Source: an optimization exercise on an open RTL-to-GDS flow (aim: small area, a short achievable clock period and few clock cycles per item). Production flows keep margins and buffers that such runs may drop.
Where RTL was checked, it was by simulation tests only, not by an equivalence proof against the original.
No activity file was given, so power comes from the tool's default toggle rates.

// xbus_filter
module xbus_filter (
    input  logic        clk,
    input  logic        arst_n,
    input  logic [65:0] in_pkt,
    input  logic [7:0]  pad_value,
    output logic        vec_wr_en,
    output logic [15:0] vec_din,
    input  logic        vec_full,
    output logic        cache_full
);
    logic [1:0]  tag;
    logic        is_head;
    logic        is_body;
    logic [15:0] hx;
    logic [15:0] hy;
    assign tag = in_pkt[65:64];
    assign is_head = tag == 2'd1;
    assign is_body = tag == 2'd2;
    assign hx = in_pkt[15:0];
    assign hy = in_pkt[31:16];
    logic       x_lo;
    logic       x_hi;
    logic       y_lo;
    logic       y_hi;
    logic [7:0] ex;
    logic [7:0] ey;
    assign x_lo = hx[15:3] == '0;
    assign x_hi = hx == 16'hffff;
    assign y_lo = hy[15:3] == '0;
    assign y_hi = hy == 16'hffff;
    always_comb begin
        ex[0] = x_hi;
        ey[0] = y_hi;
        for (int i = 1; i < 8; i++) begin
            ex[i] = x_lo && hx[2:0] == 3'(i - 1);
            ey[i] = y_lo && hy[2:0] == 3'(i - 1);
        end
    end
    logic [5:0] h_colmask;
    logic [5:0] h_rowmask;
    always_comb begin
        for (int c = 0; c < 6; c++) begin
  ...
Size in the first run: roughly 810 cells after synthesis, roughly 220 flip-flops, ~95 I/O pins.
export LEC_CHECK = 0
export CAP_MARGIN = 20
export CORE_MARGIN = 2
export CORE_UTILIZATION = 40
export SETUP_SLACK_MARGIN = 2.5
export SLEW_MARGIN = 20
create_clock -name core_clock -period 4.5 [get_ports {clk}]
standard.sh (not shown) runs the stock make flow with config.mk's settings and CLKGATE_MAP_FILE= SYNTH_SCRIPT=/design/flow/synth_recipe.tcl, a recipe that flattens the netlist after the stock synthesis.
==> flow/flow/run.sh <==
#!/bin/bash
# Standard ORFS layout with two changes: the port buffers start as buf_1
# (the resizer still upsizes the ones on critical paths) and CTS uses its own
# clustering and inserts no dummy loads. Each tool's output goes to its own
# log in the work folder.
set -euo pipefail
bash standard.sh \
  'BUFFER_PORTS_ARGS=-buffer_cell sky130_fd_sc_hd__buf_1' \
  'CTS_ARGS=-sink_clustering_enable -repair_clock_nets -dont_use_dummy_load -buf_list sky130_fd_sc_hd__clkbuf_8 -sink_clustering_size 16 -sink_clustering_max_diameter 60' \
  MATCH_CELL_FOOTPRINT=0 \
  finish > make_finish.log 2>&1
Change:
--- a/flow/flow/run.sh
+++ b/flow/flow/run.sh
@@ -7,5 +7,5 @@
 bash standard.sh \
   'BUFFER_PORTS_ARGS=-buffer_cell sky130_fd_sc_hd__buf_1' \
-  'CTS_ARGS=-sink_clustering_enable -repair_clock_nets -dont_use_dummy_load -buf_list sky130_fd_sc_hd__clkbuf_8 -sink_clustering_size 16 -sink_clustering_max_diameter 60' \
+  'CTS_ARGS=-sink_clustering_enable -repair_clock_nets -dont_use_dummy_load -buf_list {sky130_fd_sc_hd__clkbuf_4 sky130_fd_sc_hd__clkbuf_8} -sink_clustering_size 12 -sink_clustering_max_diameter 50' \
   MATCH_CELL_FOOTPRINT=0 \
   finish > make_finish.log 2>&1
Effect:
- via count shrinks by 0.64%
- routed wire length fell by 1.3%
- setup slack improved by 14 ps
- non-clock buffer count shrinks by 1
- maximum frequency climbs by 0.69%
- clock power is higher by about 10%
- clock-buffer cell count goes up by 6
- sequential power stays flat
- global-route usage climbs by 0.17 points
- utilization hardly moves
Function was not checked in any run of this note: the RTL went through the layout flow alone.

========
== job 1923 ==
xbus_filter, a different RTL version from the one above (not shown whole).
Size in the first run: roughly 760 cells after synthesis, ~230 flip-flops, ~95 I/O pins, about 9700 µm² of cells after synthesis.
Settings: LEC_CHECK=0, CAP_MARGIN=20, CORE_MARGIN=2, CORE_UTILIZATION=40, SETUP_SLACK_MARGIN=2.45, SLEW_MARGIN=20; clock period 4.5 ns.
==> flow/flow/run.sh <==
#!/bin/bash
# Standard ORFS layout with two changes: the port buffers start as buf_1
# (the resizer still upsizes the ones on critical paths) and CTS uses its own
# clustering and inserts no dummy loads. Each tool's output goes to its own
# log in the work folder.
set -euo pipefail
bash standard.sh \
  'BUFFER_PORTS_ARGS=-buffer_cell sky130_fd_sc_hd__buf_1' \
  'CTS_ARGS=-sink_clustering_enable -repair_clock_nets -dont_use_dummy_load -buf_list {sky130_fd_sc_hd__clkbuf_4 sky130_fd_sc_hd__clkbuf_8} -sink_clustering_size 12 -sink_clustering_max_diameter 50' \
  MATCH_CELL_FOOTPRINT=0 \
  finish > make_finish.log 2>&1
Testbench counts of job 1923, summed over its fixed seeds: cycles 4,179, windows 384.
For job 9648, these inputs were changed with respect to job 1923:
- SETUP_SLACK_MARGIN changed from 2.45 to 2.5
Results
- Relative to job 1923, the area of the multi-input gates measured on job 9648 has increased slightly.
- Cmp job 1923 and job 9648 / average wire per cell in the routed design / lower: job 1923
- Xor and xnor area share after synthesis: job 9648 vs job 1923 identical
- Total power: job 9648 < job 1923
- A highest metal layer with signal wires of met4 is what job 1923 shows, while met5 belongs to job 9648.
- Job 9648 did not stop at any stage, and its layout met the timing, DRC and antenna checks.
- [diff] post-route minimum period, job 9648 relative to job 1923: improvement
- After synthesis and placement, the instance count of job 9648 is below that of job 1923.
- Compared with job 1923, job 9648 has extra setup slack.
- First-pass iteration count of the detailed router: job 9648 vs job 1923 down 1
- Number of cells in the design after placement delta (job 9648 -> job 1923): insignificant
For job 3749, these inputs were changed with respect to job 9648:
- PLACE_DENSITY newly set to 0.7
-- flow/flow/run.sh --
<<< job 9648, line 9
  'CTS_ARGS=-sink_clustering_enable -repair_clock_nets -dont_use_dummy_load -buf_list {sky130_fd_sc_hd__clkbuf_4 sky130_fd_sc_hd__clkbuf_8} -sink_clustering_size 12 -sink_clustering_max_diameter 50' \
>>> job 3749, line 9
  'CTS_ARGS=-sink_clustering_enable -repair_clock_nets -dont_use_dummy_load -buf_list sky130_fd_sc_hd__clkbuf_8 -sink_clustering_size 16 -sink_clustering_max_diameter 60' \
Findings:
Job 3749 against job 9648: combinational group share of total power now larger, global-route usage now smaller, worst hold slack now larger. Measured against each other, job 3749 and job 9648 differ in count of cells resized by post-cts repair, the lower figure coming from job 9648. Delta(met3 wire length, job 3749 - job 9648) > 0. On share of the final layout cell area in sequential cells, the higher figure sits with job 3749, not job 9648. Every stage of the flow completed for job 3749, and the final layout passed the timing, DRC and antenna checks. Job 3749 ended with less cell area after layout than job 9648. Worst setup slack of job 9648 is on par with job 3749.
Inputs modified between job 3749 and job 375:
- swapping 40 for 50 in CORE_UTILIZATION
- clearing PLACE_DENSITY, which used to be 0.7
-- flow/flow/run.sh --
<<< job 3749, line 9
  'CTS_ARGS=-sink_clustering_enable -repair_clock_nets -dont_use_dummy_load -buf_list sky130_fd_sc_hd__clkbuf_8 -sink_clustering_size 16 -sink_clustering_max_diameter 60' \
>>> job 375, line 9
  'CTS_ARGS=-sink_clustering_enable -repair_clock_nets -dont_use_dummy_load -buf_list {sky130_fd_sc_hd__clkbuf_4 sky130_fd_sc_hd__clkbuf_8} -sink_clustering_size 12 -sink_clustering_max_diameter 50' \
Results
Relative to job 3749, detailed-routing wirelength on met1 has increased by about 7% in job 375. Diff job 375 and job 3749: global-route usage higher in job 375. Job 3749 ended up with reg -> reg as its worst hold path class; job 375 ended up with in -> async. Job 375 finished all stages; the layout is clean. Going from job 3749 to job 375, the number of antenna violations at the first check in global routing was found to have gone down by 1. After detailed routing, job 3749 needs less wire than job 375. In terms of share of power burned in combinational logic, job 3749 and job 375 differ only marginally.

========
Another version of the RTL of xbus_filter (not shown whole).
For scale: roughly 810 cells after synthesis, roughly 95 I/O pins, roughly 10000 µm² of cells after synthesis.
Settings: LEC_CHECK=0, CAP_MARGIN=20, CORE_MARGIN=2, CORE_UTILIZATION=40, SETUP_SLACK_MARGIN=2.5, SLEW_MARGIN=20; clock period 4.5 ns.
==> flow/flow/run.sh <==
#!/bin/bash
# Standard ORFS layout with two changes: the port buffers start as buf_1
# (the resizer still upsizes the ones on critical paths) and CTS uses its own
# clustering and inserts no dummy loads. Each tool's output goes to its own
# log in the work folder.
set -euo pipefail
bash standard.sh \
  'BUFFER_PORTS_ARGS=-buffer_cell sky130_fd_sc_hd__buf_1' \
  'CTS_ARGS=-sink_clustering_enable -repair_clock_nets -dont_use_dummy_load -buf_list {sky130_fd_sc_hd__clkbuf_4 sky130_fd_sc_hd__clkbuf_8} -sink_clustering_size 12 -sink_clustering_max_diameter 50' \
  MATCH_CELL_FOOTPRINT=0 \
  finish > make_finish.log 2>&1
The baseline finished with timing, DRC and antenna clean.
==> next run, changes <==
--- a/flow/flow/run.sh
+++ b/flow/flow/run.sh
@@ -9 +9 @@
-  'CTS_ARGS=-sink_clustering_enable -repair_clock_nets -dont_use_dummy_load -buf_list {sky130_fd_sc_hd__clkbuf_4 sky130_fd_sc_hd__clkbuf_8} -sink_clustering_size 12 -sink_clustering_max_diameter 50' \
+  'CTS_ARGS=-sink_clustering_enable -repair_clock_nets -dont_use_dummy_load -buf_list sky130_fd_sc_hd__clkbuf_8 -sink_clustering_size 16 -sink_clustering_max_diameter 60' \
--- a/flow/config.mk
+++ b/flow/config.mk
@@ -10,0 +11 @@
+export PLACE_DENSITY = 0.7
What happened: The new run ran to the end with no violations. Total power drops by about 3.4%. Sequential share of layout area climbs by 0.75 points. Sequential power barely changes. Register-to-register slack is better by 50 ps. Cell count drops by 1.1%.
No functional check of the RTL was part of any run of this note.

========
## old
xbus_filter, a different RTL version from the one above (not shown whole).
For scale: ~230 flip-flops, roughly 95 I/O pins, about 9700 um2 of cells after synthesis.
==> flow/design.v (excerpt) <==
module xbus_filter (
    input  logic        clk,
    input  logic        arst_n,
    input  logic [65:0] in_pkt,
    input  logic [7:0]  pad_value,
    output logic        vec_wr_en,
    output logic [15:0] vec_din,
    input  logic        vec_full,
    output logic        cache_full
);
    logic [1:0]  tag;
    logic        is_head;
    logic        is_body;
    logic [15:0] hx;
    logic [15:0] hy;
    assign tag = in_pkt[65:64];
    assign is_head = tag == 2'd1;
    assign is_body = tag == 2'd2;
    assign hx = in_pkt[15:0];
    assign hy = in_pkt[31:16];
    logic       x_lo;
    logic       x_hi;
    logic       y_lo;
    logic       y_hi;
    logic [7:0] ex;
    logic [7:0] ey;
    assign x_lo = hx[15:3] == '0;
    assign x_hi = hx == 16'hffff;
    assign y_lo = hy[15:3] == '0;
    assign y_hi = hy == 16'hffff;
    always_comb begin
        ex[0] = x_hi;
        ey[0] = y_hi;
        for (int i = 1; i < 8; i++) begin
            ex[i] = x_lo && hx[2:0] == 3'(i - 1);
            ey[i] = y_lo && hy[2:0] == 3'(i - 1);
        end
    end
    logic [5:0] h_colmask;
    logic [5:0] h_rowmask;
  ...
clock: 4.5 ns
lec_check: 0
cap_margin: 20
core_margin: 2
core_utilization: 40
place_density: 0.7
setup_slack_margin: 2.55
slew_margin: 20
==> flow/flow/run.sh <==
#!/bin/bash
# Standard ORFS layout with two changes: the port buffers start as buf_1
# (the resizer still upsizes the ones on critical paths) and CTS uses its own
# clustering and inserts no dummy loads. Each tool's output goes to its own
# log in the work folder.
set -euo pipefail
bash standard.sh \
  'BUFFER_PORTS_ARGS=-buffer_cell sky130_fd_sc_hd__buf_1' \
  'CTS_ARGS=-sink_clustering_enable -repair_clock_nets -dont_use_dummy_load -buf_list sky130_fd_sc_hd__clkbuf_8 -sink_clustering_size 16 -sink_clustering_max_diameter 60' \
  MATCH_CELL_FOOTPRINT=0 \
  finish > make_finish.log 2>&1
Testbench counts of old, summed over its fixed seeds: cycles 4,179, windows 384.
[inputs] new vs old
Settings: SETUP_SLACK_MARGIN: 2.55 -> 2.5; PLACE_DENSITY: 0.7 -> unset.
-- flow/flow/run.sh --
<<< old, line 8
  'BUFFER_PORTS_ARGS=-buffer_cell sky130_fd_sc_hd__buf_1' \
  'CTS_ARGS=-sink_clustering_enable -repair_clock_nets -dont_use_dummy_load -buf_list sky130_fd_sc_hd__clkbuf_8 -sink_clustering_size 16 -sink_clustering_max_diameter 60' \
  MATCH_CELL_FOOTPRINT=0 \
>>> new, line 8
  'BUFFER_PORTS_ARGS=-buffer_cell sky130_fd_sc_hd__buf_1' \
  'CTS_ARGS=-sink_clustering_enable -repair_clock_nets -dont_use_dummy_load -buf_list {sky130_fd_sc_hd__clkbuf_4 sky130_fd_sc_hd__clkbuf_8} -sink_clustering_size 12 -sink_clustering_max_diameter 50' \
  MATCH_CELL_FOOTPRINT=0 \
Results
Diff old -> new | clock network fraction of total power | increase of 2.2 points. Share of the cycle needed by the critical path after routing ends up lower on old. old → new: share of power burned in combinational logic went down by 1.5 points; tightest hold margin went down by 0.098 ns. Via count ended up 106 lower on new than on old. Looking at number of cells on the critical path across old and new, the one that comes out lower is new. Number of detailed-route iterations in the first pass: new vs old up 1. Worst setup path endpoint = vec_din[5]: new; worst setup path endpoint = cache_full: old. Looking at standard cell with the maximum stage delay on the critical path, the sky130_fd_sc_hd__a222oi_1 result is from new; the sky130_fd_sc_hd__edfxtp_1 one comes from old.

-- port drivers added, routing unchanged --
The results above use ideal ports. As a check the final layouts listed here were re-extracted and re-timed, cells and wires unchanged. Step 1, drivers: a clkbuf_16 drives clk and a buf_2 each remaining input, both assumed. Step 2 also shifts input and output timing later by t, the mid clock arrival at the registers, as if the neighbouring blocks saw the same clock. Three values: ideal ports, drivers, drivers and shift; two values: the first two.
| run | t (ns) | setup WS [ns] | worst hold slack (ns) | worst register clock-pin slew, ns | cell pins on the clock port's net |
|---|---|---|---|---|---|
| the first run of note 1 | 0.569 | 2.389 / 2.389 / 1.962 | 0.418 / 0.396 / 0.435 | 0.10 / 0.10 | 1 |
| the second run of note 1 | 0.584 | 2.404 / 2.404 / 2.053 | 0.385 / 0.364 / 0.439 | 0.08 / 0.08 | 1 |
| job 1923 | 0.581 | 2.456 / 2.456 / 1.920 | 0.397 / 0.397 / 0.397 | 0.08 / 0.08 | 1 |
| job 9648 | 0.575 | 2.528 / 2.494 / 2.023 | 0.416 / 0.416 / 0.416 | 0.08 / 0.08 | 1 |
| job 3749 | 0.557 | 2.531 / 2.490 / 1.998 | 0.424 / 0.424 / 0.424 | 0.11 / 0.11 | 1 |
| job 375 | 0.571 | 2.485 / 2.503 / 1.932 | 0.235 / 0.223 / 0.413 | 0.09 / 0.09 | 1 |
| the first run of note 3 | 0.578 | 2.303 / 2.303 / 1.922 | 0.433 / 0.433 / 0.433 | 0.08 / 0.08 | 1 |
| the second run of note 3 | 0.559 | 2.358 / 2.358 / 1.995 | 0.382 / 0.371 / 0.464 | 0.10 / 0.10 | 1 |
| old | 0.552 | 2.551 / 2.533 / 1.995 | 0.402 / 0.402 / 0.402 | 0.10 / 0.10 | 1 |
| new | 0.575 | 2.473 / 2.473 / 2.006 | 0.304 / 0.286 / 0.397 | 0.08 / 0.08 | 1 |
After both steps setup and hold are still met in every run listed. For old, which loses most, drivers alone change the setup slack by -0.018 ns; drivers and shift together by -0.556 ns.
